Context: an optimization exercise on an open-source flow, tuned for small area. The choices shown serve that exercise and are no tape-out recipe. Only simulation tests tie the RTL to the original design; equivalence was not proved.

===== config.mk =====
export PLATFORM = sky130hd
export DESIGN_NAME = piezo_phase_monitor
export DESIGN_NICKNAME = piezo_phase_monitor
export VERILOG_FILES = /design/flow/design.v
export SDC_FILE = /design/flow/constraint.sdc
export NUM_CORES = 4
export LEC_CHECK = 0
export CAP_MARGIN = 20
export CORE_MARGIN = 2
export CORE_UTILIZATION = 35
export SLEW_MARGIN = 20

===== constraint.sdc =====
create_clock -name core_clock -period 10.0 [get_ports {clk}]
set_input_delay 2.0000 -clock core_clock [delete_from_list [all_inputs] [get_ports {clk}]]
set_output_delay 2.0000 -clock core_clock [all_outputs]
set_load 0.01 [all_outputs]

===== design.v =====
package piezo_mon_pkg;
    localparam logic [6:0] ADDR_PERIOD = 7'h60;
    localparam logic [6:0] ADDR_STATUS = 7'h61;
    localparam logic [6:0] ADDR_CTRL   = 7'h62;
    localparam int RD_VALID_BIT = 31;
    localparam int ST_FRAME_LSB = 16;
    localparam int ST_STATE_LSB = 1;
    localparam int ST_LOST_BIT  = 0;
    localparam int CTRL_EN_BIT  = 0;
    localparam int CTRL_CLR_BIT = 1;
    typedef enum logic [1:0] {
        IDLE     = 2'd0,
        WAIT_REF = 2'd1,
        MEASURE  = 2'd2
    } mon_state_t;
endpackage
module piezo_mon_channel #(
    parameter int CNT_W = 16
) (
    input  logic             clk,
    input  logic             reset,
    input  logic             piezo_in,
    input  logic [CNT_W-1:0] cnt1,       
    input  logic             g_ref,      
    input  logic             g_arm,      
    input  logic             g_keep,     
    input  logic             pub,        
    input  logic             pub_n,      
    output logic [CNT_W-1:0] phase_pub,
    output logic             valid_pub,
    output logic             pub_init
);
    logic             s0_q;
    logic             s1_q, s2_q, rise_q;
    logic             seen_q;
    logic             cap_init_q, valid_q, pub_init_q;
    logic [CNT_W-1:0] cap_q, phase_q;
    logic             ld_cnt, ld_any, hold;
    always_comb begin
        ld_cnt = g_arm & rise_q & ~seen_q;
        ld_any = rise_q & (g_ref | (g_arm & ~seen_q));
        hold   = ~ld_any;
    end
    always_ff @(posedge clk or posedge reset) begin
        if (reset) begin
            s0_q       <= 1'b0;
            cap_init_q <= 1'b0;
            valid_q    <= 1'b0;
            pub_init_q <= 1'b0;
        end else begin
            s0_q       <= piezo_in;
            cap_init_q <= cap_init_q | ld_any;
            valid_q    <= (pub & seen_q) | (pub_n & valid_q);
            pub_init_q <= (pub & cap_init_q) | (pub_n & pub_init_q);
        end
    end
    always_ff @(posedge clk) begin
        s1_q    <= s0_q;
        s2_q    <= s1_q;
        rise_q  <= s1_q & ~s2_q;
        seen_q  <= ld_any | (g_keep & seen_q);
        cap_q   <= ({CNT_W{ld_cnt}} & cnt1) | ({CNT_W{hold}} & cap_q);
        phase_q <= ({CNT_W{pub}} & cap_q) | ({CNT_W{pub_n}} & phase_q);
    end
    assign phase_pub = phase_q;
    assign valid_pub = valid_q;
    assign pub_init  = pub_init_q;
endmodule
module piezo_phase_monitor #(
    parameter int NUM_CH = 89,
    parameter int CNT_W  = 16
) (
    input  logic              clk,
    input  logic              reset,
    input  logic [NUM_CH-1:0] piezo_in,
    input  logic              ref_in,
    input  logic [6:0]        avs_address,
    input  logic              avs_read,
    output logic [31:0]       avs_readdata,
    input  logic              avs_write,
    input  logic [31:0]       avs_writedata,
    output logic              frame_done
);
    piezo_mon_pkg::mon_state_t state_q, state_d;
    logic             rs0_q;
    logic             rs1_q, rs2_q, ref_rise_q;
    logic [CNT_W-1:0] cnt1_q, cnt1_d;      
    logic             hold_q, hold_d;
    logic             enable_q, enable_d;
    logic             ref_lost_q, ref_lost_d;
    logic [15:0]      frame_cnt_q, frame_cnt_d;
    logic [CNT_W-1:0] period_q, period_d;
    logic             frame_done_q;
    logic             pub_q, pub_n_q, pub_next;
    logic [31:0]      rdata_q, rdata_d;
    logic             armed, stopped, sat, ctrl_wr, ref_rise_d;
    logic             g_ref, g_arm, g_keep;
    logic [CNT_W-1:0] phase_pub [NUM_CH];
    logic [NUM_CH-1:0] valid_pub, pub_init;
    always_comb begin
        armed   = (state_q == piezo_mon_pkg::MEASURE);
        stopped = !enable_q || (state_q == piezo_mon_pkg::IDLE);
        sat     = armed && !ref_rise_q && (cnt1_q == '0);
        g_ref   = ref_rise_q && !stopped;
        g_arm   = armed && enable_q && !ref_rise_q && !sat;
        g_keep  = !stopped && !sat && !ref_rise_q;
    end
    always_comb begin
        state_d = state_q;
        if (!enable_q) begin
            state_d = piezo_mon_pkg::IDLE;
        end else begin
            case (state_q)
                piezo_mon_pkg::IDLE:     state_d = piezo_mon_pkg::WAIT_REF;
                piezo_mon_pkg::WAIT_REF: if (ref_rise_q) state_d = piezo_mon_pkg::MEASURE;
                piezo_mon_pkg::MEASURE:  if (sat) state_d = piezo_mon_pkg::WAIT_REF;
                default:  state_d = piezo_mon_pkg::IDLE;
            endcase
        end
    end
    always_comb begin
        ref_rise_d = rs1_q & ~rs2_q;
        cnt1_d     = cnt1_q + CNT_W'(1);
        hold_d     = hold_q;
        if (stopped || ref_rise_q) begin
            cnt1_d = CNT_W'(1);
            hold_d = 1'b0;
        end else if (sat) begin
            cnt1_d = CNT_W'(1);
            hold_d = 1'b1;
        end else if (hold_q) begin
            cnt1_d = CNT_W'(1);
        end
        ctrl_wr     = avs_write && (avs_address == piezo_mon_pkg::ADDR_CTRL);
        enable_d    = ctrl_wr ? avs_writedata[piezo_mon_pkg::CTRL_EN_BIT] : enable_q;
        ref_lost_d  = ref_lost_q | sat;
        frame_cnt_d = frame_cnt_q + 16'(pub_q);
        if (ctrl_wr && avs_writedata[piezo_mon_pkg::CTRL_CLR_BIT]) begin
            ref_lost_d  = 1'b0;
            frame_cnt_d = '0;
        end
        period_d    = pub_q ? cnt1_q : period_q;
        pub_next    = (state_d == piezo_mon_pkg::MEASURE) && enable_d && ref_rise_d;
    end
    always_comb begin
        rdata_d = rdata_q;
        if (avs_read) begin
            rdata_d = '0;
            if (avs_address < 7'(NUM_CH)) begin
                rdata_d[piezo_mon_pkg::RD_VALID_BIT] = valid_pub[avs_address];
                rdata_d[CNT_W-1:0] = phase_pub[avs_address] & {CNT_W{pub_init[avs_address]}};
            end else if (avs_address == piezo_mon_pkg::ADDR_PERIOD) begin
                rdata_d[CNT_W-1:0] = period_q;
            end else if (avs_address == piezo_mon_pkg::ADDR_STATUS) begin
                rdata_d[piezo_mon_pkg::ST_FRAME_LSB +: 16] = frame_cnt_q;
                rdata_d[piezo_mon_pkg::ST_STATE_LSB +: 2]  = state_q;
                rdata_d[piezo_mon_pkg::ST_LOST_BIT]        = ref_lost_q;
            end else if (avs_address == piezo_mon_pkg::ADDR_CTRL) begin
                rdata_d[piezo_mon_pkg::CTRL_EN_BIT] = enable_q;
            end
        end
    end
    always_ff @(posedge clk or posedge reset) begin
        if (reset) begin
            state_q      <= piezo_mon_pkg::IDLE;
            rs0_q        <= 1'b0;
            enable_q     <= 1'b0;
            ref_lost_q   <= 1'b0;
            frame_cnt_q  <= '0;
            period_q     <= '0;
            frame_done_q <= 1'b0;
            pub_q        <= 1'b0;
            rdata_q      <= '0;
        end else begin
            state_q      <= state_d;
            rs0_q        <= ref_in;
            enable_q     <= enable_d;
            ref_lost_q   <= ref_lost_d;
            frame_cnt_q  <= frame_cnt_d;
            period_q     <= period_d;
            frame_done_q <= pub_q;
            pub_q        <= pub_next;
            rdata_q      <= rdata_d;
        end
    end
    always_ff @(posedge clk) begin
        rs1_q      <= rs0_q;
        rs2_q      <= rs1_q;
        ref_rise_q <= ref_rise_d;
        cnt1_q     <= cnt1_d;
        hold_q     <= hold_d;
        pub_n_q    <= ~pub_next;
    end
    for (genvar i = 0; i < NUM_CH; i++) begin : g_ch
        piezo_mon_channel #(.CNT_W(CNT_W)) u_ch (
            .clk       (clk),
            .reset     (reset),
            .piezo_in  (piezo_in[i]),
            .cnt1      (cnt1_q),
            .g_ref     (g_ref),
            .g_arm     (g_arm),
            .g_keep    (g_keep),
            .pub       (pub_q),
            .pub_n     (pub_n_q),
            .phase_pub (phase_pub[i]),
            .valid_pub (valid_pub[i]),
            .pub_init  (pub_init[i])
        );
    end
    assign avs_readdata = rdata_q;
    assign frame_done   = frame_done_q;
endmodule

===== run.sh =====
#!/bin/bash
# synth_recipe.tcl (not shown) runs the flow's synth.tcl, then flattens the netlist and writes it again
# the make line also repeats each setting of config.mk as NAME=value (left out here)
make -C /OpenROAD-flow-scripts/flow DESIGN_CONFIG=/design/flow/config.mk WORK_HOME=/design/flow/orfs CLKGATE_MAP_FILE= SYNTH_SCRIPT=/design/flow/synth_recipe.tcl finish

==> impl_metrics.env <==
export IMPL_route_detailed_drc=0
export IMPL_hold_slack_ns=0.323
export IMPL_die_w_um=591
export IMPL_worstHoldEndpoint="g_ch[44].u_ch.s1_q"
export IMPL_fp_dieArea_um2=349000
export IMPL_cts_buffers=393
export IMPL_synth_seq_area_share_pct=62.4
export IMPL_numPortBuffers=135
export IMPL_ctsHoldBuffers=0
export IMPL_maxCapViolCount=0
export IMPL_rows=215
export IMPL_io_pins=166
export IMPL_worstPathCellList="buf_2, buf_4, or3b_2, nor2_1, buf_4, a22oi_1, nand4_1, nor4_1, nand3_1, a211oi_1, nor3_1"
export IMPL_grt_max_degree=186
export IMPL_cp_top_family="simple AND/OR/NAND/NOR gates"
export IMPL_drt_pass1_iter_count=7
export IMPL_routedWlPerCell_um=45.8
export IMPL_post_route_period_util_pct=70.1
export IMPL_via_count=98900
export IMPL_slowest_delay_ns=1.11
export IMPL_syn_nets=9937
export IMPL_wl_mm=679
export IMPL_nets=10000
export IMPL_drt_iter0_drc=15900
export IMPL_drive_gt1_share_pct=14.7
export IMPL_async_flop_share_pct=11.7
export IMPL_synth_warnings=3
export IMPL_cpMostUsedCell="buf_4"
export IMPL_grt_antenna_before_repair=95
export IMPL_core_um2=343000
export IMPL_status="complete, no violations"
export IMPL_timing_worst_setup_path_type="input port to register"
export IMPL_post_cts_buffers=0
export IMPL_ff2ff_setup_slack_ns=5.07
export IMPL_netlist_instances=9800
export IMPL_worstPathArrival_ns=7.86
export IMPL_worstReg2RegStart="cnt1_q[1]"
export IMPL_initial_core_util_pct=35.2
export IMPL_path_clk_slew_ns=0.06
export IMPL_p_leak_nw=56.3
export IMPL_worstSkewPairLatency_ns=1.04
export IMPL_path_buf_inv=3
export IMPL_finalSetupViolCount=0
export IMPL_post_cts_resized=0
export IMPL_gr_total_overflow=0
export IMPL_rsz0062_at_grt="false"
export IMPL_dpl_hpwl_mm=443
export IMPL_period_minus_slack_ns=7.01
export IMPL_fin_skew_ns=0.0907
export IMPL_synth_edf_count=0
export IMPL_fin_tns_setup_ns=0
export IMPL_critPathRequiredTime_ns=10.85
export IMPL_min_from="g_ch[44].u_ch.s0_q"
export IMPL_cts_tree="built"
export IMPL_end_kind="register"
export IMPL_via_per_inst=6.68
export IMPL_cts_num_sinks=3652
export IMPL_yosys_most_used_dff="dfxtp_1"
export IMPL_crit_slowest_cell="nor4_1"
export IMPL_cts_root_buffer="clkbuf_16"
export IMPL_tightestPinTransition_ns=1.42
export IMPL_ant_nets=0
export IMPL_power_mw=31.1
export IMPL_grt_usage_pct=37.6
export IMPL_p_per_area_nw_per_um2=216
export IMPL_fillers=31500
export IMPL_synth_cell_area_um2=121000
export IMPL_gp_congestion=1.05
export IMPL_rr_endpoint="g_ch[22].u_ch.cap_q[12]"
export IMPL_hold_path_class="register to register"
export IMPL_grt_pass1_wl_mm=885
export IMPL_grt_pass1_vias=90700
export IMPL_syn_avg_cell_area_um2=12.3
export IMPL_hold_viol_final=0
export IMPL_cp_max_fo=17
export IMPL_maxSlewHeadroom_pct=5.03
export IMPL_reg2reg_depth=13
export IMPL_synthDistinctLibCells=92
export IMPL_synth_seq_cells=3652
export IMPL_timing_fmax_mhz=143
export IMPL_ctsHtreeMaxLevel=5
export IMPL_start_kind="input port"
export IMPL_clockBufferDepth=4
export IMPL_die_y_um=591
export IMPL_slew_viol_final=0
export IMPL_synthToLayoutAreaGrowth_pct=19.4
export IMPL_peakVddDrop_mv=0.163
export IMPL_whs_path_depth=0
export IMPL_reg_top3="g_ch.u_ch.cap_q (1424), g_ch.u_ch.phase_q (1424)"
[worst register-to-register path, cell delays in order, from the launching register on]
cell	delay, ns
dfxtp_4	0.55
inv_1	0.14
ha_1	0.15
nor4b_1	0.24
nand3_1	0.17
o211ai_1	0.31
buf_4	0.35
buf_4	0.59
buf_4	0.48
nor3b_2	0.09
buf_4	0.37
a21oi_4	0.56
buf_4	0.64
a22o_1	0.28
[cell type report]
| cell class | count | area, µm² | share of cell area [%] |
|---|---|---|---|
| Antenna cell | 35 | 87.6 | 0.0608 |
| Clock buffer | 584 | 11600 | 8.06 |
| Clock inverter | 146 | 2500 | 1.74 |
| Inverter | 16 | 63.8 | 0.0443 |
| Multi-Input combinational cell | 5209 | 43400 | 30.2 |
| Sequential cell | 3652 | 75300 | 52.3 |
| Tap cell | 4557 | 5700 | 3.96 |
| Timing Repair Buffer | 608 | 5320 | 3.69 |
[cells in the mapped netlist (40+ instances only)]
cell type  number  area [µm²]
o22ai_1        53         332
mux2i_1        43         430
clkbuf_1      800        3000
nand2_1       281        1050
a221oi_1       45         394
a22o_1       3112       27300
nand2b_1       93         582
nor2_1        156         586
nand3_1        43         215
mux2_2         40         450
a22oi_1       461        3460
mux4_2         47        1060
dfxtp_1      3225       64600
a21oi_1       161         806
nand4_1        54         338
nor3b_1        80         601
nor2b_1       105         657
nor3_1         52         260
buf_2          71         355
dfrtp_1       427       10700
[power by group]
group          switching, mW  internal [mW]  total, mW
clock                   6.59           9.24       15.8
combinational          0.404          0.137      0.541
sequential            0.0601           14.7       14.7
[worst max-delay path by stage]
stage / slack (ns) / end / depth (start not counted) / start
after floorplan: 2.24 / enable_q / 1 / reset
after global placement: 2.50 / rdata_q[2] / 11 / avs_address[5]
after detailed placement: 2.48 / rdata_q[2] / 11 / avs_address[5]
after CTS: 3.53 / rdata_q[2] / 11 / avs_address[5]
after global routing: 3.42 / rdata_q[2] / 11 / avs_address[5]
final: 2.99 / rdata_q[2] / 11 / avs_address[5]
[cells in the final DEF, fill, tap and decap left out, types with 93 or more instances in the layout]
cell type and count:
a22o_1 3112, a22oi_1 460, buf_4 440, clkbuf_16 396
clkbuf_8 101, clkdlybuf4s50_1 128, dfrtp_1 426, dfxtp_1 3208
nand2_1 281, nand2b_1 93, nor2_1 119, nor2b_1 102
[routing by layer]
layer | part of all wire, % | track usage, % | up-vias
li1 | - | - | 38200
met1 | 39 | 49.7 | 51500
met5 | 0.035 | 0 | -
met2 | 40 | 52.3 | 7529
met4 | 8.6 | 27.1 | 32
met3 | 12 | 10.8 | 1677
[stage by stage]
stage          cells  util, %  setup WS [ns]  cell area, µm²
2_1_floorplan   9800        -           2.24          121000
3_3_place_gp   14000     37.7           2.50          129000
3_5_place_dp   14000     37.8           2.48          130000
4_1_cts        14800     41.9           3.53          144000
5_1_grt        14800     42.0           3.42          144000
6_report       14800     42.0           2.99          144000
[kinds of logic (layout without fill, tap and decap cells)]
group | count (synthesis) | after routing | synth area share [%]
AO/OA/AOI/OAI | 4037 | 4037 | 28.1
flip-flops | 3652 | 3652 | 62.4
AND/OR/NAND/NOR | 1009 | 1009 | 4.57
buffers and inverters | 939 | 1354 | 3.10
multiplexers | 130 | 130 | 1.61
XOR/XNOR | 29 | 29 | 0.211
adder cells (fa/ha/maj) | 4 | 4 | 0.0415
other | 0 | 35 | 0

==> re-timing with driven ports <==
Ports are ideal in the flow. The routed layout listed here was re-timed in OpenROAD.
Step 1, drivers: a clkbuf_16 drives clk and a buf_2 each remaining input, both assumed.
Step 2 times the ports against the registers' clock, not the clock port: input delays grow and output delays shrink by t, the midpoint of the rising clock arrivals with the driver on.
a / b / c = ideal ports / drivers / drivers and shift; a / b = the first two.
t, ns: 1.101
setup WS [ns]: 2.990 / 3.080 / 1.979
slew at the worst register clock pin (ns): 0.07 / 0.07
cell pins on the clock port's net: 1
After both steps this run still meets setup and hold. For this run, drivers alone change the setup slack by +0.090 ns; drivers and shift together by -1.011 ns.
